This design comes from an exercise in tuning for small area and a short achievable clock period on the open sky130 flow, not from production work.
In this exercise RTL edits were held to simulation tests only and were not proved equivalent to the original.
Power figures rest on the tool's default switching activity, not on a simulated workload.

**flow/flow/run.sh**
```bash
#!/bin/bash
# Own layout flow: the standard synthesis, then the combinational logic between the
# registers is mapped again by ABC (registers, their names and cell types are kept as
# the standard synthesis made them): the logic in front of the rgb registers for delay,
# the rest for area. Then the standard layout steps from floorplan to finish.
set -euo pipefail
WORK=$(pwd)
HERE=$(cd "$(dirname "$0")" && pwd)
R=$WORK/orfs/results/$FLOW_PLATFORM/foosball_top/base
LIB=$FLOW_HOME/platforms/$FLOW_PLATFORM/lib/sky130_fd_sc_hd__tt_025C_1v80.lib
YOSYS=$FLOW_HOME/../tools/install/yosys/bin/yosys
[ -x "$YOSYS" ] || YOSYS=$(command -v yosys)

CRIT_SCRIPT=${CRIT_SCRIPT:-abc_speed.script}
REST_SCRIPT=${REST_SCRIPT:-abc_area.script}
LAYOUT_ARGS=()
[ -f "$HERE/flow.env" ] && source "$HERE/flow.env"

# 1. standard synthesis
bash standard.sh synth > "$WORK/log_1_synth.log" 2>&1
cp "$R/1_2_yosys.v" "$WORK/std_1_2_yosys.v"

# 2. remap the combinational logic
python3 "$HERE/genmodels.py" "$LIB" > "$WORK/comb_models.v"
DU=""
for c in $(sed -n '/DONT_USE_CELLS += /,/^$/p' "$FLOW_HOME/platforms/$FLOW_PLATFORM/config.mk" | grep -o 'sky130_fd_sc_hd__[a-z0-9_]*'); do
   DU="$DU -dont_use $c"
done
printf 'set_driving_cell sky130_fd_sc_hd__buf_1\nset_load 5\n' > "$WORK/abc.constr"
# 2a. our own synthesis of the design (Yosys's generic synthesis, without the fsm
# and share passes, flattened), mapped the same way; its registers then get the
# names and cell types the standard synthesis gave them
cat > "$WORK/own_synth.ys" <<EOY
read_liberty -lib $LIB
read_verilog -defer -sv $WORK/design.v
hierarchy -check -top $FLOW_TOP
synth -top $FLOW_TOP -flatten -nofsm -noshare
opt -purge
rename -wire
dfflibmap -liberty $LIB $DU
opt
techmap
opt -purge
select -set dw c:u_render.* c:left_half* %u c:right_half* %u c:left_rod.* %u c:right_rod.* %u %ci1:+sky130_fd_sc_hd__dfrtp_1,sky130_fd_sc_hd__dfstp_2[D] w:* %i
select -set crit @dw %ci*:-sky130_fd_sc_hd__dfrtp_1,sky130_fd_sc_hd__dfstp_2
select -set critg @crit t:\$_* %i
abc -liberty $LIB $DU -constr $WORK/abc.constr -script $HERE/$CRIT_SCRIPT @critg
select -set outc o:* %ci*:-sky130_fd_sc_hd__dfrtp_1,sky130_fd_sc_hd__dfstp_2
select -set outg @outc t:\$_* %i
abc -liberty $LIB $DU -constr $WORK/abc.constr -script $HERE/$CRIT_SCRIPT @outg
abc -liberty $LIB $DU -constr $WORK/abc.constr -script $HERE/$REST_SCRIPT t:\$_*
opt_clean -purge
chtype -map sky130_fd_sc_hd__clkinv_1 sky130_fd_sc_hd__inv_1
opt_merge -share_all t:sky130_fd_sc_hd__df* %n
opt_clean -purge
hilomap -singleton -hicell sky130_fd_sc_hd__conb_1 HI -locell sky130_fd_sc_hd__conb_1 LO
insbuf -buf sky130_fd_sc_hd__buf_4 A X
splitnets
opt_clean -purge
rename -hide w:*\$func\$*
opt_clean -purge
tee -o $WORK/own_stat.txt stat -liberty $LIB
check -assert -mapped
write_verilog -noattr -noexpr -nohex -nodec $WORK/own_1_2_yosys.v
EOY

# 2b. fallback: the standard netlist's combinational logic mapped again
cat > "$WORK/remap.ys" <<EOY
read_liberty -lib $LIB
read_verilog $WORK/std_1_2_yosys.v
hierarchy -top $FLOW_TOP
techmap -map $WORK/comb_models.v
techmap
opt -purge
select -set dw c:u_render.* c:left_half* %u c:right_half* %u c:left_rod.* %u c:right_rod.* %u %ci1:+sky130_fd_sc_hd__dfrtp_1,sky130_fd_sc_hd__dfstp_2[D] w:* %i
select -set crit @dw %ci*:-sky130_fd_sc_hd__dfrtp_1,sky130_fd_sc_hd__dfstp_2
select -set critg @crit t:\$_* %i
abc -liberty $LIB $DU -constr $WORK/abc.constr -script $HERE/$CRIT_SCRIPT @critg
select -set outc o:* %ci*:-sky130_fd_sc_hd__dfrtp_1,sky130_fd_sc_hd__dfstp_2
select -set outg @outc t:\$_* %i
abc -liberty $LIB $DU -constr $WORK/abc.constr -script $HERE/$CRIT_SCRIPT @outg
abc -liberty $LIB $DU -constr $WORK/abc.constr -script $HERE/$REST_SCRIPT t:\$_*
opt_clean -purge
chtype -map sky130_fd_sc_hd__clkinv_1 sky130_fd_sc_hd__inv_1
opt_merge -share_all t:sky130_fd_sc_hd__df* %n
opt_clean -purge
hilomap -singleton -hicell sky130_fd_sc_hd__conb_1 HI -locell sky130_fd_sc_hd__conb_1 LO
insbuf -buf sky130_fd_sc_hd__buf_4 A X
splitnets
opt_clean -purge
tee -o $WORK/remap_stat.txt stat -liberty $LIB
check -assert -mapped
write_verilog -noattr -noexpr -nohex -nodec $WORK/remap_1_2_yosys.v
EOY

if "$YOSYS" -s "$WORK/own_synth.ys" > "$WORK/log_2_own_synth.log" 2>&1 \
   && python3 "$HERE/stitch.py" "$WORK/std_1_2_yosys.v" "$WORK/own_1_2_yosys.v" "$WORK/remap_1_2_yosys.v" > "$WORK/log_2_stitch.log" 2>&1; then
   echo "own synthesis used" >> "$WORK/log_2_stitch.log"
else
   echo "own synthesis not used: remapping the standard netlist" >> "$WORK/log_2_stitch.log"
   "$YOSYS" -s "$WORK/remap.ys" > "$WORK/log_2_remap.log" 2>&1
fi
python3 "$HERE/netfix.py" "$WORK/remap_1_2_yosys.v" "$WORK/netfix_1_2_yosys.v" > "$WORK/log_2_netfix.log" 2>&1
cp "$WORK/netfix_1_2_yosys.v" "$R/1_2_yosys.v"
rm -f "$R/1_synth.odb" "$R/1_synth.sdc"

# 3. the standard layout from the remapped netlist
bash standard.sh "${LAYOUT_ARGS[@]}" finish > "$WORK/log_3_layout.log" 2>&1
```
**flow/flow/abc_area.script**
```
strash
dc2
balance; rewrite; refactor; balance; rewrite; rewrite -z; balance; refactor -z; rewrite -z; balance
balance; resub -K 6; rewrite; resub -K 6 -N 2; refactor; resub -K 8; balance; resub -K 8 -N 2; rewrite; resub -K 10; rewrite -z; resub -K 10 -N 2; balance; resub -K 12; refactor -z; resub -K 12 -N 2; rewrite -z; balance
dch -f
amap
topo
```
**flow/flow/abc_speed.script**
```
strash
dc2
balance; rewrite; refactor; balance; rewrite; rewrite -z; balance; refactor -z; rewrite -z; balance
dch -f
map
topo
stime -p
buffer -p
upsize
dnsize
stime -p
```
**flow/flow/flow.env**
```
LAYOUT_ARGS=("BUFFER_PORTS_ARGS=-buffer_cell sky130_fd_sc_hd__buf_1" "SETUP_SLACK_MARGIN=8.9" "CTS_ARGS=-sink_clustering_enable -repair_clock_nets -dont_use_dummy_load -buf_list sky130_fd_sc_hd__clkbuf_8")
```
**flow/flow/genmodels.py**
```python
import re, sys
lib = open(sys.argv[1]).read()
out = []
# split into cells
for m in re.finditer(r'\n\s*cell\s*\(\s*"?([\w]+)"?\s*\)\s*\{', lib):
    name = m.group(1)
    start = m.end()
    depth = 1; i = start
    while depth:
        c = lib[i]
        if c == '{': depth += 1
        elif c == '}': depth -= 1
        i += 1
    body = lib[start:i]
    if re.search(r'\b(ff|latch|statetable|ff_bank)\s*\(', body):
        continue
    pins = []
    for pm in re.finditer(r'\n\s*pin\s*\(\s*"?(\w+)"?\s*\)\s*\{', body):
        ps = pm.end(); d = 1; j = ps
        while d:
            c = body[j]
            if c == '{': d += 1
            elif c == '}': d -= 1
            j += 1
        pb = body[ps:j]
        dm = re.search(r'direction\s*:\s*"?(\w+)"?', pb)
        fm = re.search(r'\bfunction\s*:\s*"([^"]*)"', pb)
        pins.append((pm.group(1), dm.group(1) if dm else None, fm.group(1) if fm else None))
    ins = [p for p in pins if p[1] == 'input']
    outs = [p for p in pins if p[1] == 'output']
    if not outs or any(o[2] is None for o in outs):
        continue
    bad = False
    lines = []
    for o in outs:
        f = o[2].replace('+', '|').replace('*', '&')
        f = re.sub(r"(\w+)'", r"(!\1)", f)
        if re.search(r'VPWR|VGND|KAPWR|LOWLV|SLEEP', f):
            bad = True
        lines.append(f"  assign {o[0]} = {f};")
    if bad:
        continue
    ports = [p[0] for p in ins] + [o[0] for o in outs]
    s = f"module {name}({', '.join(ports)});\n"
    for p in ins:
        s += f"  input {p[0]};\n"
    for o in outs:
        s += f"  output {o[0]};\n"
    s += "\n".join(lines) + "\nendmodule\n"
    out.append(s)
print("\n".join(out))
```
**flow/flow/netfix.py**
```python
#!/usr/bin/env python3
"""Peephole clean-up of a mapped netlist written by yosys write_verilog:
an inverter fed by another inverter is removed and its loads are moved to the
first inverter's input; inverters left without loads are removed too."""
import re, sys

src = open(sys.argv[1]).read()
cell_re = re.compile(r'^  (sky130_fd_sc_hd__\w+)\s+(\S+)\s*\((.*?)\);\n', re.S | re.M)
pin_re = re.compile(r'\.(\w+)\(([^()]*)\)')
OUTS = ('X', 'Y', 'Q', 'Q_N', 'SUM', 'COUT', 'HI', 'LO')

cells = []
for m in cell_re.finditer(src):
    pins = [(p, n.strip()) for p, n in pin_re.findall(m.group(3))]
    cells.append({'type': m.group(1), 'name': m.group(2), 'pins': pins, 'span': m.span(), 'dead': False})

keep = set()
for m in re.finditer(r'^\s*(?:input|output|inout)\s+(?:\[[^\]]*\]\s*)?([^;]+);', src, re.M):
    for n in m.group(1).split(','):
        keep.add(n.strip())
for m in re.finditer(r'^\s*assign\s+(.*?)\s*=\s*(.*?);', src, re.M):
    keep.add(m.group(1).strip())
    keep.add(m.group(2).strip())
def is_kept(net):
    return net in keep or net.split('[')[0].strip() in keep

def is_inv(c):
    return re.match(r'sky130_fd_sc_hd__(clk)?inv_\d+$', c['type']) is not None

drv = {}
loads = {}
def index():
    drv.clear(); loads.clear()
    for i, c in enumerate(cells):
        if c['dead']:
            continue
        for p, n in c['pins']:
            if p in OUTS:
                drv[n] = i
            else:
                loads.setdefault(n, []).append(i)
index()

changed = True
removed = 0
while changed:
    changed = False
    for b in cells:
        if b['dead'] or not is_inv(b):
            continue
        pa = dict(b['pins'])
        ai = drv.get(pa['A'])
        if ai is None:
            continue
        a = cells[ai]
        if not is_inv(a):
            continue
        x = dict(a['pins'])['A']
        y = pa['Y']
        if is_kept(y):
            continue
        for li in loads.get(y, []):
            c = cells[li]
            c['pins'] = [(p, x if (n == y and p not in OUTS) else n) for p, n in c['pins']]
        b['dead'] = True
        removed += 1
        index()
        ay = dict(a['pins'])['Y']
        if not loads.get(ay) and not is_kept(ay):
            a['dead'] = True
            removed += 1
            index()
        changed = True

# a gate whose only load is an inverter becomes the gate of the other polarity
MERGE = {'nor2_1': 'or2_1', 'nand2_1': 'and2_1', 'nor3_1': 'or3_1', 'nand3_1': 'and3_1',
         'nor4_1': 'or4_1', 'nand4_1': 'and4_1', 'a21oi_1': 'a21o_1', 'o21ai_0': 'o21a_1',
         'o21ai_1': 'o21a_1', 'a22oi_1': 'a22o_1', 'o22ai_1': 'o22a_1', 'a211oi_1': 'a211o_1',
         'o211ai_1': 'o211a_1', 'a31oi_1': 'a31o_1', 'o31ai_1': 'o31a_1', 'xnor2_1': 'xor2_1',
         'xor2_1': 'xnor2_1', 'nor2b_1': 'or2b_1', 'nand2b_1': 'and2b_1', 'a21boi_0': 'a21bo_1',
         'o21bai_1': 'o21ba_1', 'nor3b_1': 'or3b_1', 'nand3b_1': 'and3b_1',
         'a2bb2oi_1': 'a2bb2o_1', 'o2bb2ai_1': 'o2bb2a_1', 'mux2i_1': 'mux2_1'}
merged = 0
for b in cells:
    if b['dead'] or not is_inv(b):
        continue
    pa = dict(b['pins'])
    gi = drv.get(pa['A'])
    if gi is None:
        continue
    g = cells[gi]
    short = g['type'].replace('sky130_fd_sc_hd__', '')
    if short not in MERGE:
        continue
    n = pa['A']
    if is_kept(n) or len(loads.get(n, [])) != 1:
        continue
    g['type'] = 'sky130_fd_sc_hd__' + MERGE[short]
    opin = 'Y' if MERGE[short].startswith('xnor') else 'X'
    g['pins'] = [((opin if p in ('Y', 'X') else p), (pa['Y'] if p in ('Y', 'X') else x)) for p, x in g['pins']]
    b['dead'] = True
    merged += 1
    index()
print(f'netfix: merged {merged} gate and inverter pairs', file=sys.stderr)

out = []
pos = 0
for c in cells:
    s, e = c['span']
    out.append(src[pos:s])
    if not c['dead']:
        body = ',\n'.join(f'    .{p}({n}{" " if n.startswith(chr(92)) else ""})' for p, n in c['pins'])
        out.append(f"  {c['type']} {c['name']} (\n{body}\n  );\n")
    pos = e
out.append(src[pos:])
open(sys.argv[2], 'w').write(''.join(out))
print(f'netfix: removed {removed} inverters', file=sys.stderr)
```
**flow/flow/stitch.py**
```python
#!/usr/bin/env python3
"""Give the registers of a netlist made by our own synthesis the names and cell
types that the standard synthesis gave them. Registers are matched by the net
their Q pin drives (the register's name in the RTL). Exits with status 1, and
writes nothing, unless both netlists have exactly the same registers."""
import re, sys

cell_re = re.compile(r'^  (sky130_fd_sc_hd__\w+)\s+(\S+)\s*\((.*?)\);\n', re.S | re.M)
pin_re = re.compile(r'\.(\w+)\(([^()]*)\)')

def flops(src):
    out = {}
    for m in cell_re.finditer(src):
        t = m.group(1)
        if not t.startswith('sky130_fd_sc_hd__df'):
            continue
        pins = dict((p, n.strip()) for p, n in pin_re.findall(m.group(3)))
        out[pins['Q']] = (t, m.group(2), m.span())
    return out

std = open(sys.argv[1]).read()
mine = open(sys.argv[2]).read()
fs, fm = flops(std), flops(mine)
if set(fs) != set(fm):
    print('register sets differ:', sorted(set(fs) ^ set(fm))[:20], file=sys.stderr)
    sys.exit(1)
base = lambda t: re.sub(r'_\d+$', '', t)
for q in fs:
    if base(fs[q][0]) != base(fm[q][0]):
        print('register', q, 'cell', fm[q][0], 'standard', fs[q][0], file=sys.stderr)
        sys.exit(1)
names = set(n for _, n, _ in fm.values())
out, pos = [], 0
for q, (t, n, (s, e)) in sorted(fm.items(), key=lambda kv: kv[1][2][0]):
    out.append(mine[pos:s])
    seg = mine[s:e]
    st, sn, _ = fs[q]
    seg = seg.replace(t + ' ' + n, st + ' ' + sn, 1)
    out.append(seg)
    pos = e
out.append(mine[pos:])
res = ''.join(out)
# the standard names must not collide with other instances
for q, (st, sn, _) in fs.items():
    if len(re.findall(r'\s' + re.escape(sn) + r'\s*\(', res)) != 1:
        print('name clash for', sn, file=sys.stderr)
        sys.exit(1)
open(sys.argv[3], 'w').write(res)
print(f'stitch: {len(fs)} registers renamed', file=sys.stderr)
```
**flow/standard.sh**
```bash
#!/bin/bash
# synth_recipe.tcl (not shown) runs the flow's synth.tcl, then flattens the netlist and writes it again
# the make line also repeats each setting of config.mk as NAME=value (left out here)
make -C /OpenROAD-flow-scripts/flow DESIGN_CONFIG=/design/flow/config.mk WORK_HOME=/design/flow/orfs CLKGATE_MAP_FILE= SYNTH_SCRIPT=/design/flow/synth_recipe.tcl "${@:-finish}"
```
**flow/config.mk**
```make
export PLATFORM = sky130hd
export DESIGN_NAME = foosball_top
export DESIGN_NICKNAME = foosball_top
export VERILOG_FILES = /design/flow/design.v
export SDC_FILE = /design/flow/constraint.sdc
export NUM_CORES = 4
export LEC_CHECK = 0
export CAP_MARGIN = 20
export CORE_MARGIN = 2
export CORE_UTILIZATION = 40
export SLEW_MARGIN = 20
```
**flow/constraint.sdc**
```tcl
create_clock -name core_clock -period 13.0 [get_ports {clk}]
set_input_delay 2.6000 -clock core_clock [delete_from_list [all_inputs] [get_ports {clk}]]
set_output_delay 2.6000 -clock core_clock [all_outputs]
set_load 0.01 [all_outputs]
```
**flow/design.v**
```verilog
package game_cfg_pkg;
   localparam int refresh_default = 255;     
   localparam int field_bottom = 479;        
   localparam int rod_len       = 100;       
   localparam int rod_thick     = 10;        
   localparam int rod_step      = 10;        
   localparam int rod_start_top = 260;
   localparam int left_rod_x    = 5;         
   localparam int right_rod_x   = 625;       
   localparam int ball_start  = 300;         
   localparam int ball_radius = 8;
   localparam int ball_speed  = 3;           
   localparam int serve_h     = 4;           
   localparam int serve_v     = 3;           
   localparam int goal_low      = 140;
   localparam int goal_high     = 340;
   localparam int wall_gap_low  = 200;
   localparam int wall_gap_high = 280;
   localparam int top_bounce    = 20;
   localparam int bottom_bounce = 460;
   localparam logic [2:0] col_field     = 3'b010;  
   localparam logic [2:0] col_frame     = 3'b111;  
   localparam logic [2:0] col_left_rod  = 3'b001;  
   localparam logic [2:0] col_right_rod = 3'b100;  
   localparam logic [2:0] col_ball      = 3'b111;  
   localparam logic [2:0] col_blank     = 3'b000;
endpackage
package game_types_pkg;
   typedef logic signed [10:0] coord_t;
   typedef logic signed [3:0] vel_t;         
   typedef logic [2:0] rgb_t;                
   typedef struct packed {
      logic up;
      logic down;
   } rod_btn_t;
   typedef struct packed {
      logic [9:0] x;                         
      logic [8:0] y;                         
      logic       video_on;                  
   } pixel_t;
   typedef struct packed {
      coord_t x;
      coord_t y;
   } ball_t;
endpackage
`timescale 1ns/1ps
module game_ctrl (
   input  logic clk,
   input  logic reset,
   input  logic goal_right_mouth,  
   input  logic goal_left_mouth,   
   output logic frame_tick,        
   output logic serve_left,        
   output logic score1,
   output logic score2
);
   logic [7:0] lfsr;
   logic       low_zero;
   assign low_zero = (lfsr[6:0] == 7'd0);
   always_ff @(posedge clk or posedge reset)
   begin
      if (reset)
      begin
         lfsr       <= 8'd0;
         frame_tick <= 1'b1;
      end
      else
      begin
         lfsr       <= {lfsr[6:0], lfsr[7] ^ lfsr[5] ^ lfsr[4] ^ lfsr[3] ^ low_zero};
         frame_tick <= low_zero && lfsr[7];
      end
   end
   logic goal_q;
   always_ff @(posedge clk or posedge reset)
   begin
      if (reset)
      begin
         serve_left <= 1'b0;
         goal_q     <= 1'b0;
      end
      else
      begin
         goal_q <= goal_right_mouth || goal_left_mouth;
         if (goal_right_mouth)
            serve_left <= 1'b0;
         else if (goal_left_mouth)
            serve_left <= 1'b1;
      end
   end
   assign score1 = goal_q && !serve_left;
   assign score2 = goal_q && serve_left;
endmodule
`timescale 1ns/1ps
module rod_mover (
   input  logic       clk,
   input  logic       reset,
   input  logic       frame_tick,
   input  logic [1:0] btn,           
   output logic [7:0] rod_half       
);
   always_ff @(posedge clk or posedge reset)
   begin
      if (reset)
         rod_half <= 8'd130;
      else if (frame_tick)
      begin
         if (btn[1] && (rod_half != 8'd5))         
            rod_half <= rod_half - 8'd5;
         else if (btn[0] && (rod_half != 8'd185))
            rod_half <= rod_half + 8'd5;
      end
   end
endmodule
`timescale 1ns/1ps
module ball_mover (
   input  logic               clk,
   input  logic               reset,
   input  logic               frame_tick,
   input  logic               serve,
   input  logic               serve_left,
   input  logic [7:0]         left_half,     
   input  logic [7:0]         right_half,
   output logic [10:0]        xl,            
   output logic [10:0]        yl,
   output logic               goal_right_mouth,
   output logic               goal_left_mouth
);
   logic v_zero, vx_neg, vx_4, vy_neg;
   logic in_mouth, off_gap, top_wall, bot_wall, x_right, x_left;
   logic x_hit_r, x_hit_l;
   assign in_mouth = (yl >= 11'd132) && (yl <= 11'd332);     
   assign off_gap  = !((yl >= 11'd192) && (yl <= 11'd272));  
   assign top_wall = (yl <= 11'd11) || (yl >= 11'd1016);     
   assign bot_wall = (yl >= 11'd453) && (yl <= 11'd1015);    
   assign x_right  = (xl >= 11'd622) && (xl <= 11'd1015);    
   assign x_left   = (xl >= 11'd1016) && (xl <= 11'd2043);   
   assign x_hit_r  = (xl >= 11'd614) && (xl <= 11'd622);     
   assign x_hit_l  = (xl >= 11'd4) && (xl <= 11'd9);         
   logic [7:0] t_sel;
   logic [8:0] w;
   logic       y_hit;
   assign t_sel = xl[9] ? right_half : left_half;
   assign w     = {1'b0, yl[8:1]} - {1'b0, t_sel} + 9'd4;       
   assign y_hit = (yl[10:9] == 2'b00) && ((w <= 9'd49) || (w == 9'd50 && !yl[0]));
   logic hit_right, hit_left;
   assign hit_right = y_hit && x_hit_r;
   assign hit_left  = y_hit && x_hit_l;
   assign goal_right_mouth = frame_tick && in_mouth && (xl >= 11'd629) && (xl <= 11'd1015);   
   assign goal_left_mouth  = frame_tick && in_mouth && x_left;
   logic goal, move;
   assign goal = goal_right_mouth || goal_left_mouth;
   assign move = frame_tick && !v_zero;
   logic [3:0]  xa, ya;
   logic [10:0] tx, ty;
   logic [10:0] xl_next, yl_next;
   assign xa = {1'b0, xl[2:0]} + (vx_neg ? (vx_4 ? 4'd4 : 4'd5) : (vx_4 ? 4'd4 : 4'd3));
   assign ya = {1'b0, yl[2:0]} + (vy_neg ? 4'd5 : 4'd3);
   always_comb
   begin
      tx[3] = move && (xa[3] ^ vx_neg);
      ty[3] = move && (ya[3] ^ vy_neg);
      for (int i = 4; i < 11; i++)
      begin
         tx[i] = tx[i-1] && (xl[i-1] ^ vx_neg);
         ty[i] = ty[i-1] && (yl[i-1] ^ vy_neg);
      end
      xl_next[2:0] = move ? xa[2:0] : xl[2:0];
      yl_next[2:0] = move ? ya[2:0] : yl[2:0];
      for (int i = 3; i < 11; i++)
      begin
         xl_next[i] = xl[i] ^ tx[i];
         yl_next[i] = yl[i] ^ ty[i];
      end
   end
   always_ff @(posedge clk or posedge reset)
   begin
      if (reset)
      begin
         xl <= 11'd292;
         yl <= 11'd292;
      end
      else if (goal)
      begin
         xl <= 11'd292;
         yl <= 11'd292;
      end
      else
      begin
         xl <= xl_next;
         yl <= yl_next;
      end
   end
   always_ff @(posedge clk or posedge reset)
   begin
      if (reset)
      begin
         v_zero <= 1'b1;
         vx_neg <= 1'b0;
         vx_4   <= 1'b0;
         vy_neg <= 1'b0;
      end
      else if (serve)
      begin
         v_zero <= 1'b0;
         vx_neg <= serve_left;
         vx_4   <= 1'b1;
         vy_neg <= serve_left;
      end
      else if (frame_tick)
      begin
         if (goal)
            v_zero <= 1'b1;
         if (top_wall)
            vy_neg <= 1'b0;
         else if (bot_wall)
            vy_neg <= 1'b1;
         if (!top_wall && !bot_wall && x_right && off_gap)
         begin
            vx_neg <= 1'b1;
            vx_4   <= 1'b0;
         end
         else if (!top_wall && !bot_wall && x_left && off_gap)
         begin
            vx_neg <= 1'b0;
            vx_4   <= 1'b0;
         end
         else if (hit_right)
         begin
            vx_neg <= 1'b1;
            vx_4   <= 1'b0;
         end
         else if (hit_left)
         begin
            vx_neg <= 1'b0;
            vx_4   <= 1'b0;
         end
      end
   end
endmodule
`timescale 1ns/1ps
module pixel_renderer (
   input  logic               clk,
   input  logic               reset,
   input  logic [19:0]        pix,
   input  logic [10:0]        xl,            
   input  logic [10:0]        yl,
   input  logic [7:0]         left_half,
   input  logic [7:0]         right_half,
   output logic [2:0]         rgb
);
   function automatic logic ge8c(input logic [7:0] a, input logic [7:0] b, input logic cin);
      logic c;
      c = cin;
      for (int i = 0; i < 8; i++)
         c = (a[i] & ~b[i]) | ((a[i] | ~b[i]) & c);
      ge8c = c;
   endfunction
   function automatic logic sum_zero6(input logic [5:0] p, input logic [5:0] q, input logic cin);
      logic ok;
      ok = !(p[0] ^ q[0] ^ cin);
      for (int i = 1; i < 6; i++)
         ok = ok & ((p[i] ^ q[i]) == (p[i-1] | q[i-1]));
      sum_zero6 = ok;
   endfunction
   logic [9:0] px;
   logic [8:0] py;
   logic       vo;
   assign px = pix[19:10];
   assign py = pix[9:1];
   assign vo = pix[0];
   logic on_frame, on_left, on_right, on_ball;
   logic f_top, f_bot, f_lft, f_rgt, f_rows;
   assign f_top  = (py[8:3] == 6'd0) && (!py[2] || (!py[1] && !py[0]));           
   assign f_bot  = py[8] && py[7] && py[6]
                   && (py[5] || (py[4] && py[3] && (py[2] || (py[1] && py[0]))));   
   assign f_lft  = (px[9:3] == 7'd0) && (!px[2] || (!px[1] && !px[0]));           
   assign f_rgt  = px[9] && (px[6:3] == 4'hf) && (px[2] || (px[1] && px[0]));     
   assign f_rows = (py < 9'd140) || (py > 9'd340);
   assign on_frame = f_top || f_bot || (f_rows && (f_lft || f_rgt));
   logic [7:0] q, qm;
   logic       q_low;
   assign q     = py[8:1];
   assign qm    = q - 8'd50;
   assign q_low = (q < 8'd50);
   logic [7:0] t_side;
   logic       on_rows;
   assign t_side  = px[9] ? right_half : left_half;
   assign on_rows = ge8c(q, t_side, py[0]) && (q_low || !ge8c(qm, t_side, 1'b1));
   assign on_left  = on_rows && (px[9:4] == 6'd0) && (px[3:0] > 4'd5) && (px[3:0] < 4'd15);    
   assign on_right = on_rows && px[9] && (px[6:4] == 3'd7)
                     && (px[3:0] > 4'd1) && (px[3:0] < 4'd11);                             
   logic [5:0] ax, ay;             
   logic       hx, hy;
   assign ax = {1'b0, px[4:0]} - {1'b0, xl[4:0]};
   assign ay = {1'b0, py[4:0]} - {1'b0, yl[4:0]};
   assign hx = sum_zero6({1'b0, px[9:5]}, ~xl[10:5], !ax[5]);
   assign hy = sum_zero6({2'b00, py[8:5]}, ~yl[10:5], !ay[5]);
   logic [3:0] adx, ady;
   assign adx = (ax[4] || ax[3]) ? 4'(ax[3:0] - 4'd8) : 4'(4'd8 - ax[3:0]);
   assign ady = (ay[4] || ay[3]) ? 4'(ay[3:0] - 4'd8) : 4'(4'd8 - ay[3:0]);
   logic inx, iny;
   assign inx = hx && (!ax[4] || ax[3:0] == 4'd0);
   assign iny = hy && (!ay[4] || ay[3:0] == 4'd0);
   logic [3:0] wmax;
   always_comb
   begin
      case (ady)
         4'd0:                wmax = 4'd8;
         4'd1, 4'd2, 4'd3:    wmax = 4'd7;
         4'd4, 4'd5:          wmax = 4'd6;
         4'd6:                wmax = 4'd5;
         4'd7:                wmax = 4'd3;
         default:             wmax = 4'd0;
      endcase
   end
   assign on_ball = inx && iny && (adx <= wmax);
   logic [2:0] col_nb_next;
   assign col_nb_next[0] = vo && (on_frame || on_left);                 
   assign col_nb_next[1] = vo && !on_left && !on_right;                 
   assign col_nb_next[2] = vo && (on_frame || on_right);                
   logic       ball_q;
   logic [2:0] col_nb_q;
   always_ff @(posedge clk or posedge reset)
   begin
      if (reset)
      begin
         ball_q   <= 1'b0;
         col_nb_q <= 3'b000;
      end
      else
      begin
         ball_q   <= on_ball;
         col_nb_q <= col_nb_next;
      end
   end
   logic field_q;                          
   assign field_q = col_nb_q[1] && !col_nb_q[0];
   assign rgb = ball_q ? {3{field_q}} : col_nb_q;
endmodule
`timescale 1ns/1ps
module foosball_top (
   input  logic                     clk,
   input  logic                     reset,
   input  logic                     stop_ball,
   input  game_types_pkg::rod_btn_t left_btn,
   input  game_types_pkg::rod_btn_t right_btn,
   input  game_types_pkg::pixel_t   pix,
   output game_types_pkg::rgb_t     rgb,
   output logic                     score1,
   output logic                     score2
);
   logic frame_tick, serve_left;
   logic goal_right_mouth, goal_left_mouth;
   logic [7:0] left_half, right_half;
   logic [10:0] xl, yl;
   game_ctrl u_ctrl (
      .clk              (clk),
      .reset            (reset),
      .goal_right_mouth (goal_right_mouth),
      .goal_left_mouth  (goal_left_mouth),
      .frame_tick       (frame_tick),
      .serve_left       (serve_left),
      .score1           (score1),
      .score2           (score2)
   );
   rod_mover left_rod  (.clk(clk), .reset(reset), .frame_tick(frame_tick),
                        .btn(left_btn), .rod_half(left_half));
   rod_mover right_rod (.clk(clk), .reset(reset), .frame_tick(frame_tick),
                        .btn(right_btn), .rod_half(right_half));
   ball_mover u_ball (
      .clk              (clk),
      .reset            (reset),
      .frame_tick       (frame_tick),
      .serve            (stop_ball),
      .serve_left       (serve_left),
      .left_half        (left_half),
      .right_half       (right_half),
      .xl               (xl),
      .yl               (yl),
      .goal_right_mouth (goal_right_mouth),
      .goal_left_mouth  (goal_left_mouth)
   );
   pixel_renderer u_render (
      .clk        (clk),
      .reset      (reset),
      .pix        (pix),
      .xl         (xl),
      .yl         (yl),
      .left_half  (left_half),
      .right_half (right_half),
      .rgb        (rgb)
   );
endmodule
```
==> results of run 1 <==
[area by class of cell]
cell class | instances | area, um2 | area share (%)
clock buffer | 9 | 124 | 2.42
sequential | 57 | 1440 | 28.1
tap | 143 | 179 | 3.49
inverter | 105 | 394 | 7.69
timing repair buffer | 33 | 136 | 2.66
multi-input combinational | 513 | 2850 | 55.6
[stage by stage]
stage,cells,setup slack (ns),instance area [um2]
after floorplan,677,9.02,4680
after global placement,851,8.45,4990
after detailed placement,851,8.34,4990
after CTS,860,9.03,5110
after global routing,860,8.89,5120
final,860,9.08,5120
[critical path, cell delays in order]
cell and delay (ns):
buf_2 0.29, o21ai_0 0.24, a22oi_1 0.21, o22ai_1 0.11
a221oi_1 0.29, o221ai_1 0.18, nand4_1 0.11, and3_1 0.16
[power groups by stage]
stage / Clock, uW / Sequential (uW) / Combinational, uW
after floorplan: 0 / 183 / 32.0
after global placement: 0 / 183 / 45.2
after detailed placement: 0 / 183 / 46.4
after CTS: 132 / 180 / 46.6
after global routing: 141 / 180 / 53.8
final: 127 / 180 / 47.1
[per-layer routing]
metal  track usage, %  part of all wire [%]  up-vias
met2             33.5                    45      147
met5                0                     0        -
met1             29.8                    48     2219
met3             3.40                   5.4       17
li1                 -                     -     2429
met4             8.86                   2.0        0
[worst min path at each step]
stage,from,to,cells after the start
floorplan,u_ctrl.lfsr[2],u_ctrl.lfsr[3],0
global placement,u_ctrl.lfsr[6],u_ctrl.lfsr[7],0
CTS,u_ctrl.lfsr[0],u_ctrl.lfsr[1],0
finish,u_ctrl.lfsr[6],u_ctrl.lfsr[7],0
global route,u_ctrl.lfsr[0],u_ctrl.lfsr[1],0
detailed placement,u_ctrl.lfsr[6],u_ctrl.lfsr[7],0
[cells in the final DEF, fill, tap and decap left out, types with 3 or more instances in the layout]
master and instances:
inv_1 100, a31oi_1 11, dfstp_2 12, or2_1 4, o21ai_1 3, o31ai_1 4
nand2_1 117, a21oi_1 32, clkbuf_2 3, nand2_2 3, buf_1 27, nor2b_1 3
nor2_1 93, nand4_1 12, o22ai_1 14, clkbuf_8 9, a221oi_1 8, nor2_2 3
nand3_1 27, a211oi_1 9, nor4_1 4, nor3_1 9, inv_2 5, o221ai_1 15
xor2_1 21, o21a_1 6, o21ai_0 47, xnor2_1 7, o211ai_1 8, a22oi_1 9
dfrtp_1 45
[registers in the layout, summed over array words and instances, names as in the netlist, 3 cells and up]
name and flops:
u_ball.xl 11, u_render.col_nb_q 3, u_ctrl.lfsr 8, right_rod.rod_half 8, u_ball.yl 11, left_rod.rod_half 8
[timing repair]
action                                  in CTS  in global routing
pin swaps                                    0                  0
endpoints found under the setup margin       3                  4
buffers inserted                             0                  0
gates resized for setup                      1                  6
==> impl_metrics.json, run 1 <==
{
  "slew_viol_final": 0,
  "dieArea_um2": 12600,
  "final-hold-violation-count": 0,
  "internal_power_uw": 255,
  "rsz0062_at_grt": "yes",
  "path_class": "in -> reg",
  "finalSetupViolCount": 0,
  "portBuffers": 31,
  "wl_per_cell_um": 15.2,
  "final_util_pct": 44.9,
  "synth_cells": 677,
  "final_layout_size_suffix_gt1_share_pct": 7.25,
  "combPwrFrac_pct": 13.3,
  "whs_ns": 0.376,
  "syn_area_um2": 4680,
  "die_w_um": 112,
  "skew_ns": 0.0270,
  "crit_fanout": 20,
  "startpoint": "pix[19]",
  "cp.arrival_ns": 4.20,
  "worst_r2r_endpoint": "u_ball.vx_neg",
  "ant_nets": 0,
  "period_needed_ns": 3.92,
  "cts_made_buffers": 9,
  "row_count": 39,
  "dp_hpwl_mm": 10.0,
  "route.detailed.drc": 0,
  "routed_wl_mm": 13.1,
  "p_total_uw": 355,
  "netSwitchingPower_uw": 100,
  "ios": 32,
  "timing.fmax_mhz": 255,
  "vias": 4812,
  "start_kind": "input port",
  "grt_pass1_vias": 4594,
  "viasPerCell": 5.60,
  "syn_avg_cell_area_um2": 6.91,
  "drtPass1Iterations": 5,
  "layout.nets": 746,
  "path_clk_slew_ns": 0.06,
  "r2r_cells": 16,
  "area_growth_pct": 9.44,
  "antenna_found_initial": 0,
  "status": "timing/DRC/antenna clean",
  "crit_path_end_kind": "flip-flop",
  "grt_pass1_wl_mm": 21.9,
  "grt_usage_pct": 21.5,
  "clockBufferDepth": 2,
  "drv_cap": 0,
  "crit_path_end": "u_render.col_nb_q[1]",
  "power_frac_seq_pct": 50.8,
  "r2r_start": "u_ball.xl[9]",
  "start_util_pct": 41.0,
  "finalCritPeriodShare_pct": 30.2,
  "drt-initial-drc-count": 404,
  "core_um2": 11400,
  "power.density_nw_per_um2": 69.3,
  "cts_max_level": 3,
  "swShare_pct": 28.2,
  "cts_num_sinks": 57,
  "reg2reg_slack_ns": 9.35,
  "tightest_slew_ns": 0.752,
  "cts_tree": "done",
  "irDropWorstVdd_mv": 0.0519,
  "hold_buffers": 0,
  "syn-num-nets": 704,
  "overflow": 0,
  "root_buffer": "clkbuf_8",
  "maxSlewHeadroom_pct": 49.9,
  "p_leak_uw": 0.00225,
  "setup_tns_ns": 0,
  "clock_power_share_pct": 35.9,
  "yosysWarnings": 4,
  "grt_max_degree": 58,
  "gp_congestion": 0.951,
  "clk_latency_ns": 0.35,
  "fill_cells": 1203,
  "fp.dieH_um": 112,
  "worstPathRequired_ns": 13.27,
  "num_antenna_cells": 0,
  "hold_path_class": "reg -> reg"
}
==> run 2: changes to the inputs <==
==> flow/flow/abc_rest.script (new file) <==
strash
dc2
balance; rewrite; refactor; balance; rewrite; rewrite -z; balance; refactor -z; rewrite -z; balance
balance; resub -K 6; rewrite; resub -K 6 -N 2; refactor; resub -K 8; balance; resub -K 8 -N 2; rewrite; resub -K 10; rewrite -z; resub -K 10 -N 2; balance; resub -K 12; refactor -z; resub -K 12 -N 2; rewrite -z; balance
dch -f
map -D 2500
topo
==> flow/flow/flow.env (replaced) <==
REST_SCRIPT=abc_rest.script
LAYOUT_ARGS=("BUFFER_PORTS_ARGS=-buffer_cell sky130_fd_sc_hd__buf_1" "SETUP_SLACK_MARGIN=8.9" "CTS_ARGS=-sink_clustering_enable -repair_clock_nets -dont_use_dummy_load -buf_list sky130_fd_sc_hd__clkbuf_8")
==> run 2 against run 1 <==
Against the previous run:
- still clean on timing, DRC and antenna
- sequential share of layout area fell by 0.62 points
- clock skew rose by 0.00094 ns
- critical path depth rose by 3
- utilization fell by 0.66 points
- fmax rose by 0.66%
- largest power group unchanged
==> impl_metrics.json, run 2 <==
{
  "status": "timing/DRC/antenna clean",
  "portBuffers": 31,
  "slowest_delay_ns": 0.26,
  "syn_avg_cell_area_um2": 6.69,
  "drt-initial-drc-count": 340,
  "core_um2": 11900,
  "period_needed_ns": 3.90,
  "crit_slowest_cell": "or2_1",
  "clk_latency_ns": 0.35,
  "start_kind": "input port",
  "crit_chain": "buf_1 > inv_1 > or2_1 > nand2_1 > nand2_1 > o21ai_0 > o22ai_1 > a221oi_1 > o221ai_1 > nand4_1 > and3_1",
  "final_layout_size_suffix_gt1_share_pct": 7.52,
  "maxSlewHeadroom_pct": 49.8,
  "path_clk_slew_ns": 0.08,
  "ant_nets": 0,
  "reg_top3": "u_ball.xl (11), u_ball.yl (11)",
  "place_inst": 896,
  "hold_path_class": "reg -> reg",
  "die_w_um": 114,
  "setup_tns_ns": 0,
  "num_antenna_cells": 0,
  "finalCritPeriodShare_pct": 30.0,
  "irDropWorstVdd_mv": 0.0324,
  "cts_max_level": 3,
  "syn_area_um2": 4810,
  "cts_num_sinks": 57,
  "final-hold-violation-count": 0,
  "crit_buf_inv": 2,
  "timing.fmax_mhz": 257,
  "yosysWarnings": 4,
  "row_count": 40,
  "multi_input_area_um2": 2960,
  "p_leak_uw": 0.00243,
  "worstPathRequired_ns": 13.27,
  "dp_hpwl_mm": 10.0,
  "hold_buffers": 0,
  "drtPass1Iterations": 5,
  "syn-num-nets": 746,
  "layout.cells.non_filler": 905,
  "tightest_slew_ns": 0.753,
  "vias": 4910,
  "dieArea_um2": 12900,
  "grt_usage_pct": 20.9,
  "antenna_found_initial": 0,
  "cts_tree": "done",
  "drv_cap": 0,
  "regArea_um2": 1440,
  "final_util_pct": 44.2,
  "skew_ns": 0.0280,
  "slew_viol_final": 0,
  "grt_pass1_wl_mm": 21.7,
  "path_class": "in -> reg",
  "grt_max_degree": 58,
  "rsz0062_at_grt": "yes",
  "path_common_cell": "nand2_1",
  "route.detailed.drc": 0,
  "ios": 32,
  "fp.dieH_um": 114,
  "layout_commonest_cell": "nand2_1",
  "clockBufferDepth": 2,
  "crit_fanout": 7,
  "root_buffer": "clkbuf_8",
  "cts_made_buffers": 9,
  "power.density_nw_per_um2": 67.3,
  "start_util_pct": 40.5,
  "crit_family": "simple AND/OR/NAND/NOR gates",
  "synth_cells": 719,
  "layout.nets": 787,
  "cp.arrival_ns": 4.16,
  "cts_setup_buffers": 0,
  "grt_pass1_vias": 4659,
  "overflow": 0,
  "routed_wl_mm": 12.9,
  "viasPerCell": 5.43,
  "finalSetupViolCount": 0,
  "layout_common_cells": "nand2_1 (142), inv_1 (102), nor2_1 (96)",
  "fill_cells": 1223,
  "p_total_uw": 353,
  "area_growth_pct": 9.03,
  "wl_per_cell_um": 14.3,
  "gp_congestion": 0.968,
  "crit_path_end_kind": "flip-flop"
}
[run 2: cell count changes in the layout (fill, tap and decap cells not counted), sizes merged, moves of 4 or more]
cell	before	now
a211oi	9	2
nand2	120	145
a21oi	33	43
a221oi	8	3
o221ai	15	2
or2	7	13
mux2i	0	4
xor2	23	40
o22ai	14	6
nand3	27	35
o21ai	52	63
[run 2: routing by layer]
layer	part of all wire (%)	track usage [%]	up-vias
met5	0	0	-
met4	2.5	9.02	0
met1	48	28.3	2272
met3	4.6	2.87	25
li1	-	-	2475
met2	45	33.5	138
[run 2: power by group]
part	switching (uW)	internal, uW
Combinational	32.4	15.3
Clock	63.2	61.4
Sequential	1.80	179
[run 2: what timing repair did]
action                                  in CTS  in global routing
endpoints found under the setup margin       3                  6
gates resized for setup                      1                  8
endpoints found under the hold margin        0                  0
[run 2: layout make-up]
class | instances | share of cell area, %
clock buffers | 9 | 2.36
inverters | 107 | 7.66
multi-input cells | 553 | 56.5
flip-flops and latches | 57 | 27.5
well taps | 147 | 3.51
repair buffers | 32 | 2.46
[run 2: per-stage QoR]
step	cell area (um2)	hold WS, ns	worst slack (ns)
final	5240	0.365	9.10
after global routing	5240	0.398	8.87
after CTS	5230	0.374	9.06
after detailed placement	5110	0.365	8.38
after global placement	5110	0.365	8.45
after floorplan	4810	0.355	9.02
[run 2: worst paths after layout]
check	to	slack, ns	from	cells past startpoint
worst max-delay path	u_render.col_nb_q[1]	9.10	pix[4]	11
worst min-delay path	u_ctrl.lfsr[2]	0.36	u_ctrl.lfsr[1]	0
worst max register to register	u_ball.vx_4	9.55	u_ball.xl[9]	15
worst min register to register	u_ctrl.lfsr[2]	0.36	u_ctrl.lfsr[1]	0
max in group asynchronous	u_ball.xl[9]	10.03	reset	3
min in group asynchronous	u_ctrl.lfsr[0]	2.45	reset	3
[run 2: worst reg2reg max path, stage by stage (launching register included)]
cell and delay (ns):
dfrtp_2 0.58, inv_1 0.24, or2_2 0.31, o21ai_0 0.12, xor2_1 0.22, o21ai_0 0.14
o21ai_0 0.13, a21oi_1 0.12, inv_1 0.06, a21oi_1 0.07, nor2_1 0.13, o21ai_0 0.09
a221oi_1 0.48, nand4_1 0.20, a32oi_1 0.31, o21ai_0 0.11
==> run 3: changes to the inputs <==
==> flow/flow/flow.env (replaced) <==
LAYOUT_ARGS=("BUFFER_PORTS_ARGS=-buffer_cell sky130_fd_sc_hd__buf_1" "SETUP_SLACK_MARGIN=8.9" "CORE_UTILIZATION=45" "CTS_ARGS=-sink_clustering_enable -repair_clock_nets -dont_use_dummy_load -buf_list sky130_fd_sc_hd__clkbuf_8")
removed: flow/flow/abc_rest.script
==> run 3 against run 2 <==
Against the previous run:
- still clean
- clock skew fell by 0.0029 ns
- utilization rose by 5.7 points
- cell count fell by 5.7%
- sequential power barely moved
- worst setup slack got worse by 0.064 ns
- clock power barely moved
- clock-buffer cell count did not move
- via count fell by 0.96%
- first-iteration DRC count rose by 38%
- critical endpoint is now u_render.ball_q
==> impl_metrics.json, run 3 <==
{
  "viasPerCell": 5.70,
  "crit_slowest_cell": "buf_1",
  "crit_path_end_kind": "flip-flop",
  "ios": 32,
  "finalCritPeriodShare_pct": 30.5,
  "routed_wl_mm": 12.9,
  "layout_commonest_cell": "nand2_1",
  "crit_family": "compound AO/OA/AOI/OAI gates",
  "fp.dieH_um": 106,
  "clk_latency_ns": 0.35,
  "vias": 4863,
  "p_leak_uw": 0.00224,
  "slowest_delay_ns": 0.20,
  "skew_ns": 0.0250,
  "start_kind": "input port",
  "grt_pass1_vias": 4445,
  "cts_tree": "done",
  "reg2reg_slack_ns": 9.27,
  "drtPass1Iterations": 5,
  "ant_nets": 0,
  "placed_area_um2": 4980,
  "timing.fmax_mhz": 253,
  "area_growth_pct": 9.12,
  "dieArea_um2": 11200,
  "tightest_slew_ns": 0.738,
  "worstHoldStart": "u_ctrl.lfsr[0]",
  "drv_cap": 0,
  "rsz0062_at_grt": "no",
  "final-hold-violation-count": 0,
  "whs_endpoint": "u_ctrl.lfsr[1]",
  "dp_hpwl_mm": 10.0,
  "reg_top3": "u_ball.xl (11), u_ball.yl (11)",
  "gp_congestion": 0.912,
  "portBuffers": 31,
  "setup_tns_ns": 0,
  "hold-path-cell-count": 0,
  "status": "timing/DRC/antenna clean",
  "path_common_cell": "nand3_1",
  "worst_r2r_endpoint": "u_ball.vx_neg",
  "drt-initial-drc-count": 470,
  "yosysWarnings": 4,
  "row_count": 37,
  "worstPathRequired_ns": 13.27,
  "finalSetupViolCount": 0,
  "cts_made_buffers": 9,
  "route.detailed.drc": 0,
  "syn_avg_cell_area_um2": 6.91,
  "synth_cells": 677,
  "cp.arrival_ns": 4.23,
  "fin_area_um2": 5110,
  "cts_num_sinks": 57,
  "antenna_found_initial": 0,
  "grt_pass1_wl_mm": 21.2,
  "path_class": "in -> reg",
  "maxSlewHeadroom_pct": 50.8,
  "clockBufferDepth": 2,
  "overflow": 0,
  "root_buffer": "clkbuf_8",
  "start_util_pct": 45.8,
  "layout_common_cells": "nand2_1 (117), inv_1 (100), nor2_1 (94)",
  "r2r_cells": 16,
  "grt_max_degree": 58,
  "final_layout_size_suffix_gt1_share_pct": 6.69,
  "cp_num_cells": 13,
  "grt_usage_pct": 23.8,
  "crit_fanout": 5,
  "irDropWorstVdd_mv": 0.0625,
  "die_w_um": 106,
  "slew_viol_final": 0,
  "r2r_start": "u_ball.xl[9]",
  "syn_area_um2": 4680,
  "power.density_nw_per_um2": 69.2,
  "wl_per_cell_um": 15.2,
  "cts_setup_buffers": 0,
  "period_needed_ns": 3.96,
  "path_clk_slew_ns": 0.06,
  "crit_buf_inv": 1,
  "num_antenna_cells": 0,
  "syn-num-nets": 704,
  "hold_path_class": "reg -> reg",
  "core_um2": 10200,
  "layout.nets": 746,
  "cts_max_level": 3,
  "crit_chain": "buf_1 > nor2b_2 > o21ai_4 > nand3_1 > nand3_1 > nand3_1 > nand2_1 > nand3_1 > nand2_1 > o211ai_1 > a22oi_1 > o22ai_1 > a21oi_1"
}
==> run 3: worst max path at each step <==
stage | start | end | slack, ns
global placement | pix[19] | u_render.col_nb_q[1] | 8.44
floorplan | reset | left_rod.rod_half[0] | 9.02
CTS | pix[1] | u_render.ball_q | 9.06
global route | pix[12] | u_render.ball_q | 8.91
finish | pix[11] | u_render.ball_q | 9.04
detailed placement | pix[19] | u_render.col_nb_q[1] | 8.34
==> run 3: metal layers <==
layer | track usage, % | part of all wire (%)
met5 | 0 | 0
met4 | 12.3 | 4.0
met3 | 4.17 | 5.5
met2 | 35.3 | 43
met1 | 33.2 | 48
==> run 3: timing repair <==
item / CTS / global route
setup endpoints to repair: 3 / 4
gates resized for setup: 1 / 3
hold buffers: 0 / 0
==> run 3: final cells by class <==
| class | count | area (um2) |
|---|---|---|
| sequential | 57 | 1440 |
| clock buffer | 9 | 124 |
| tap | 136 | 170 |
| fill | 1050 | 5120 |
| inverter | 105 | 394 |
| multi-input combinational | 513 | 2850 |
| timing repair buffer | 33 | 133 |
==> run 3: worst reg2reg max path: stages (launching register included) <==
cell and delay (ns):
dfrtp_1 0.75, inv_1 0.40, o22ai_1 0.27, inv_1 0.08
a22oi_1 0.18, o21ai_0 0.14, o21ai_0 0.13, inv_1 0.06
o21a_1 0.19, o21ai_0 0.18, o21ai_0 0.16, o311a_1 0.14
or4_1 0.53, nor2_1 0.13, o32ai_1 0.11, nand2_1 0.08
o21ai_0 0.07
==> run 3: through the flow <==
| step | total power, uW | setup WS [ns] | hold slack, ns | utilization (%) | instances |
|---|---|---|---|---|---|
| after floorplan | 215 | 9.02 | 0.355 | - | 677 |
| after global placement | 229 | 8.44 | 0.361 | 48.7 | 844 |
| after detailed placement | 230 | 8.34 | 0.372 | 48.7 | 844 |
| after CTS | 358 | 9.06 | 0.390 | 49.9 | 853 |
| after global routing | 372 | 8.91 | 0.390 | 49.9 | 853 |
| final | 353 | 9.04 | 0.381 | 49.9 | 853 |
==> run 3: power by group <==
part | switching (uW) | total [uW] | internal, uW
registers | 1.59 | 180 | 179
logic | 31.9 | 46.4 | 14.6
clock network | 65.3 | 127 | 61.4
==> run 4: changes to the inputs <==
==> flow/flow/flow.env (replaced) <==
LAYOUT_ARGS=("BUFFER_PORTS_ARGS=-buffer_cell sky130_fd_sc_hd__buf_1" "SETUP_SLACK_MARGIN=8.9" "PLACE_DENSITY=0.7" "CTS_ARGS=-sink_clustering_enable -repair_clock_nets -dont_use_dummy_load -buf_list sky130_fd_sc_hd__clkbuf_8")
==> run 4 against run 3 <==
Against the previous run:
- still clean on timing, DRC and antenna
- sequential power hardly changed
- non-clock buffer count stayed put
- synthesized area stayed put
- via count is 0.86% higher
- global-route usage is 2.5 points lower
- fmax is 0.75% lower
- sequential share of layout area is 0.14 points lower
- worst hold slack better by 0.0042 ns
- power hardly changed
- wire length is 0.34% lower
- clock skew is 0.0017 ns higher
- clock power hardly changed
==> impl_metrics.json, run 4 <==
{
  "area_growth_pct": 9.65,
  "route.detailed.drc": 0,
  "power.density_nw_per_um2": 68.8,
  "fill_cells": 1159,
  "layout_common_cells": "nand2_1 (116), inv_1 (100), nor2_1 (93)",
  "slowest_delay_ns": 0.31,
  "grt_pass1_wl_mm": 22.1,
  "startpoint": "pix[2]",
  "layout_setup_ws_ns": 9.01,
  "finalCritPeriodShare_pct": 30.7,
  "path_common_cell": "a21oi_1",
  "wl_per_cell_um": 15.0,
  "status": "timing/DRC/antenna clean",
  "die_w_um": 112,
  "cts_max_level": 3,
  "drtPass1Iterations": 7,
  "reg2reg_slack_ns": 9.34,
  "layout.nets": 746,
  "yosysWarnings": 4,
  "tightest_slew_ns": 0.897,
  "clockBufferDepth": 2,
  "syn_area_um2": 4680,
  "cts_made_buffers": 9,
  "reg_top3": "u_ball.xl (11), u_ball.yl (11)",
  "period_needed_ns": 3.99,
  "grt_max_degree": 58,
  "setup_tns_ns": 0,
  "crit_path_end_kind": "flip-flop",
  "cts_tree": "done",
  "r2r_cells": 16,
  "antenna_found_initial": 0,
  "overflow": 0,
  "dp_hpwl_mm": 9.91,
  "num_antenna_cells": 0,
  "worst_r2r_endpoint": "u_ball.vx_neg",
  "skew_ns": 0.0267,
  "final-hold-violation-count": 0,
  "irDropWorstVdd_mv": 0.0344,
  "routed_wl_mm": 12.9,
  "ios": 32,
  "hold_buffers": 0,
  "crit_path_end": "u_render.ball_q",
  "gp_congestion": 0.924,
  "start_kind": "input port",
  "finalSetupViolCount": 0,
  "timing.fmax_mhz": 251,
  "path_clk_slew_ns": 0.08,
  "r2r_start": "u_ball.xl[9]",
  "portBuffers": 31,
  "grt_usage_pct": 21.3,
  "p_leak_uw": 0.00225,
  "path_class": "in -> reg",
  "core_um2": 11400,
  "hold_path_class": "reg -> reg",
  "viasPerCell": 5.70,
  "syn_avg_cell_area_um2": 6.91,
  "place_ws_ns": 8.38,
  "cts_num_sinks": 57,
  "start_util_pct": 41.0,
  "grt_pass1_vias": 4748,
  "synth_cells": 677,
  "crit_chain": "buf_1 > nor2b_1 > o21ai_2 > a21oi_1 > o211ai_1 > nand2_2 > nand3_1 > nand2_1 > a21oi_1 > a22oi_1 > o22ai_1 > a21oi_1",
  "cp.arrival_ns": 4.20,
  "crit_slowest_cell": "o211ai_1",
  "drt-initial-drc-count": 466,
  "final_layout_size_suffix_gt1_share_pct": 7.67,
  "fp.dieH_um": 112,
  "maxSlewHeadroom_pct": 40.1,
  "root_buffer": "clkbuf_8",
  "syn-num-nets": 704,
  "row_count": 39,
  "clk_latency_ns": 0.35,
  "place_inst": 851,
  "hold-path-cell-count": 0,
  "cts_setup_buffers": 0,
  "ant_nets": 0,
  "slew_viol_final": 0,
  "drv_cap": 0,
  "rsz0062_at_grt": "yes",
  "worstPathRequired_ns": 13.21,
  "dieArea_um2": 12600,
  "layout_commonest_cell": "nand2_1",
  "vias": 4905,
  "layout.cells.non_filler": 860,
  "crit_fanout": 5
}
## run 4: cell types whose count changed in the layout (fill, tap and decap cells not counted), sizes merged
cell,previous run,this run
clkbuf,9,14
buf,33,28
## run 4: layout make-up
cell class	count	area [um2]	share of cell area, %
Multi-Input combinational cell	513	2860	55.6
Sequential cell	57	1440	28.1
Inverter	105	394	7.68
Tap cell	143	179	3.49
Timing Repair Buffer	33	139	2.71
Clock buffer	9	124	2.41
## run 4: how the worst min path moves through the flow
stage	from	end
5_1_grt	u_ctrl.lfsr[4]	u_ctrl.lfsr[5]
4_1_cts	u_ctrl.lfsr[6]	u_ctrl.lfsr[7]
3_5_place_dp	u_ctrl.lfsr[6]	u_ctrl.lfsr[7]
6_report	u_ctrl.lfsr[1]	u_ctrl.lfsr[2]
2_1_floorplan	u_ctrl.lfsr[2]	u_ctrl.lfsr[3]
3_3_place_gp	u_ctrl.lfsr[6]	u_ctrl.lfsr[7]
## run 4: power breakdown
part,internal (uW),switching [uW],total (uW)
sequential,179,1.57,180
combinational,14.8,32.6,47.5
clock,61.3,64.3,126
## run 4: worst max-delay path, delay by kind of cell
family	cells	cell delay, ns
AOI/OAI and AO/OA	7	1.02
buffers and inverters	1	0.17
and+or+nand+nor	4	0.39
## run 4: routing by layer
metal	global-route usage, %	vias up	wire [um]
met3	3.78	27	707
met1	27.9	2279	5830
met5	0	-	0
li1	-	2426	-
met2	35.4	173	6070
met4	7.72	0	280
## run 4: per-stage QoR
step / util (%) / area, um2 / power (uW) / hold slack [ns]
2_1_floorplan: - / 4680 / 215 / 0.355
3_3_place_gp: 43.7 / 4990 / 228 / 0.363
3_5_place_dp: 43.7 / 4990 / 230 / 0.367
4_1_cts: 44.8 / 5110 / 356 / 0.386
5_1_grt: 44.9 / 5130 / 371 / 0.399
6_report: 44.9 / 5130 / 353 / 0.385
## run 4: what timing repair did
action / CTS / global route
setup endpoints to repair: 3 / 4
cloned: 0 / 0
pin swaps: 0 / 3
resized for setup: 1 / 10
==> run 5: changes to the inputs <==
==> flow/flow/flow.env (replaced) <==
LAYOUT_ARGS=("BUFFER_PORTS_ARGS=-buffer_cell sky130_fd_sc_hd__buf_1" "SETUP_SLACK_MARGIN=9.0" "CTS_ARGS=-sink_clustering_enable -repair_clock_nets -dont_use_dummy_load -buf_list sky130_fd_sc_hd__clkbuf_8")
==> run 5 against run 4 <==
Against the previous run:
- clock power barely moved
- still clean on timing, DRC and antenna
- sequential share of layout area fell by 0.37 points
- largest power group unchanged
- worst setup slack improved by 0.10 ns
- sequential power about the same
==> impl_metrics.json, run 5 <==
{
  "status": "timing/DRC/antenna clean",
  "cp.arrival_ns": 4.16,
  "crit_family": "compound AO/OA/AOI/OAI gates",
  "period_needed_ns": 3.89,
  "layout.cells.non_filler": 862,
  "grt_pass1_wl_mm": 21.9,
  "final_layout_size_suffix_gt1_share_pct": 9.60,
  "wl_per_cell_um": 15.3,
  "reg_top3": "u_ball.xl (11), u_ball.yl (11)",
  "rsz0062_at_grt": "yes",
  "cts_tree": "done",
  "hold_path_class": "reg -> reg",
  "dieArea_um2": 12600,
  "worst_r2r_endpoint": "u_ball.xl[10]",
  "fp.dieH_um": 112,
  "path_clk_slew_ns": 0.07,
  "cts_num_sinks": 57,
  "slew_viol_final": 0,
  "vias": 4825,
  "core_um2": 11400,
  "path_common_cell": "a21oi_1",
  "power.density_nw_per_um2": 68.6,
  "p_leak_uw": 0.00228,
  "crit_path_end_kind": "flip-flop",
  "path_class": "in -> reg",
  "grt_pass1_vias": 4594,
  "portBuffers": 31,
  "area_growth_pct": 11.2,
  "ios": 32,
  "syn-num-nets": 704,
  "clockBufferDepth": 2,
  "setup_tns_ns": 0,
  "clk_latency_ns": 0.35,
  "finalCritPeriodShare_pct": 29.9,
  "viasPerCell": 5.60,
  "hold_buffers": 0,
  "cts_max_level": 3,
  "reg2reg_slack_ns": 9.47,
  "ant_nets": 0,
  "grtUsageMet3_pct": 3.40,
  "drtPass1Iterations": 5,
  "worstHoldStart": "u_ctrl.lfsr[6]",
  "crit_buf_inv": 2,
  "drv_cap": 0,
  "drt-initial-drc-count": 395,
  "place_inst": 851,
  "slowest_delay_ns": 0.19,
  "hold-path-cell-count": 0,
  "yosysWarnings": 4,
  "start_util_pct": 41.0,
  "tightest_slew_ns": 0.750,
  "skew_ns": 0.0277,
  "grt_busiest_layer": "met2",
  "dp_hpwl_mm": 10.0,
  "crit_fanout": 5,
  "gr-usage-met2_pct": 33.5,
  "syn_area_um2": 4680,
  "overflow": 0,
  "route.detailed.drc": 0,
  "row_count": 39,
  "layout.nets": 748,
  "grtUsageMet1_pct": 29.8,
  "layout_commonest_cell": "nand2_1",
  "synth_cells": 677,
  "maxSlewHeadroom_pct": 50.0,
  "worstPathRequired_ns": 13.27,
  "start_kind": "input port",
  "grt_usage_pct": 21.5,
  "routed_wl_mm": 13.2,
  "gp_congestion": 0.951,
  "num_antenna_cells": 0,
  "antenna_found_initial": 0,
  "r2r_cells": 17,
  "syn_avg_cell_area_um2": 6.91,
  "grt_max_degree": 58,
  "timing.fmax_mhz": 257,
  "irDropWorstVdd_mv": 0.0519,
  "r2r_start": "u_ball.vx_neg",
  "cts_made_buffers": 9,
  "crit_chain": "clkbuf_2 > nor2b_4 > o21ai_2 > a21oi_2 > o211ai_1 > buf_4 > nand2_4 > a21oi_1 > a21o_1 > nor4_2 > o2111ai_1 > a21oi_1",
  "whs_endpoint": "u_ctrl.lfsr[7]",
  "final-hold-violation-count": 0,
  "root_buffer": "clkbuf_8",
  "die_w_um": 112,
  "layout_common_cells": "nand2_1 (116), inv_1 (100), nor2_1 (92)",
  "finalSetupViolCount": 0,
  "crit_slowest_cell": "a21o_1"
}
-- run 5: what timing repair did --
| action | 4_1_cts | 5_1_grt |
|---|---|---|
| cloned | 0 | 0 |
| gates resized for setup | 1 | 32 |
| pin swaps | 0 | 7 |
| endpoints found under the setup margin | 3 | 6 |
| buffers inserted | 0 | 2 |
-- run 5: how the worst max path moves through the flow --
| stage | startpoint | to | slack [ns] | depth (start not counted) |
|---|---|---|---|---|
| global placement | pix[19] | u_render.col_nb_q[1] | 8.45 | 8 |
| detailed placement | pix[19] | u_render.col_nb_q[1] | 8.34 | 8 |
| CTS | pix[3] | u_render.col_nb_q[1] | 9.03 | 11 |
| finish | pix[1] | u_render.ball_q | 9.11 | 12 |
| floorplan | reset | left_rod.rod_half[0] | 9.02 | 1 |
| global route | pix[3] | u_render.col_nb_q[1] | 8.99 | 11 |
-- run 5: worst reg2reg max path, stage by stage (launching register included) --
cell and delay, ns:
dfrtp_1 0.46, nor2_1 0.24, inv_1 0.11, a22oi_1 0.20
nand2_1 0.11, o21ai_0 0.12, nand2_1 0.10, o21ai_0 0.16
o221ai_1 0.20, nor2_1 0.21, inv_1 0.07, a211oi_1 0.38
o221ai_1 0.29, inv_1 0.14, o221ai_1 0.14, inv_1 0.10
o221ai_1 0.13, a211oi_1 0.26
-- run 5: metrics by stage --
step                instance area, um2  hold WS, ns  total power, uW  setup slack [ns]  utilization [%]
floorplan                         4680        0.355              215              9.02                -
global placement                  4990        0.363              229              8.45             43.7
detailed placement                4990        0.363              230              8.34             43.7
CTS                               5110        0.379              359              9.03             44.8
global route                      5210        0.393              377              8.99             45.6
finish                            5210        0.376              357              9.11             45.6
-- run 5: power by group --
part | total (uW) | switching (uW) | internal (uW)
clock network | 128 | 66.2 | 61.5
logic | 49.1 | 33.1 | 16.0
registers | 180 | 1.59 | 179
total | 357 | 101 | 256
-- run 5: layer usage --
| metal | vias up | part of all wire [%] |
|---|---|---|
| met2 | 150 | 45 |
| met4 | 0 | 2.0 |
| met3 | 20 | 5.0 |
| met1 | 2221 | 48 |
| li1 | 2434 | - |
| met5 | - | 0 |
-- run 5: cell type report --
type | count | area [um2]
fill | 1189 | 6210
multi-input combinational | 513 | 2900
sequential | 57 | 1440
inverter | 105 | 397
tap | 143 | 179
timing repair buffer | 35 | 166
clock buffer | 9 | 124

-- port drivers added, routing unchanged --
In the flow no input, the clock included, has a driving cell. The finished layouts below were timed again as built, in two steps.
Step 1 (the two cells are an assumption about what drives the block):
set clk [get_ports {clk}]
set_driving_cell -lib_cell sky130_fd_sc_hd__clkbuf_16 $clk
set_driving_cell -lib_cell sky130_fd_sc_hd__buf_2 [delete_from_list [all_inputs] $clk]
Step 2 times the ports against the registers' clock, not the clock port: input delays grow and output delays shrink by t, the midpoint of the rising clock arrivals with the driver on.
Slacks: no drivers / after step 1 / after step 2; pairs: no drivers / after step 1.
| run | t (ns) | setup slack, ns | hold WS [ns] | cell pins on the clock port's net |
|---|---|---|---|---|
| run 1 | 0.374 | 9.079 / 9.094 / 8.719 | 0.376 / 0.376 / 0.376 | 1 |
| run 2 | 0.364 | 9.104 / 9.109 / 8.745 | 0.365 / 0.365 / 0.365 | 1 |
| run 3 | 0.371 | 9.040 / 9.049 / 8.678 | 0.381 / 0.381 / 0.381 | 1 |
| run 4 | 0.372 | 9.010 / 9.021 / 8.648 | 0.385 / 0.385 / 0.385 | 1 |
| run 5 | 0.373 | 9.113 / 9.125 / 8.752 | 0.376 / 0.376 / 0.376 | 1 |
After both steps setup and hold are still met in every run listed.
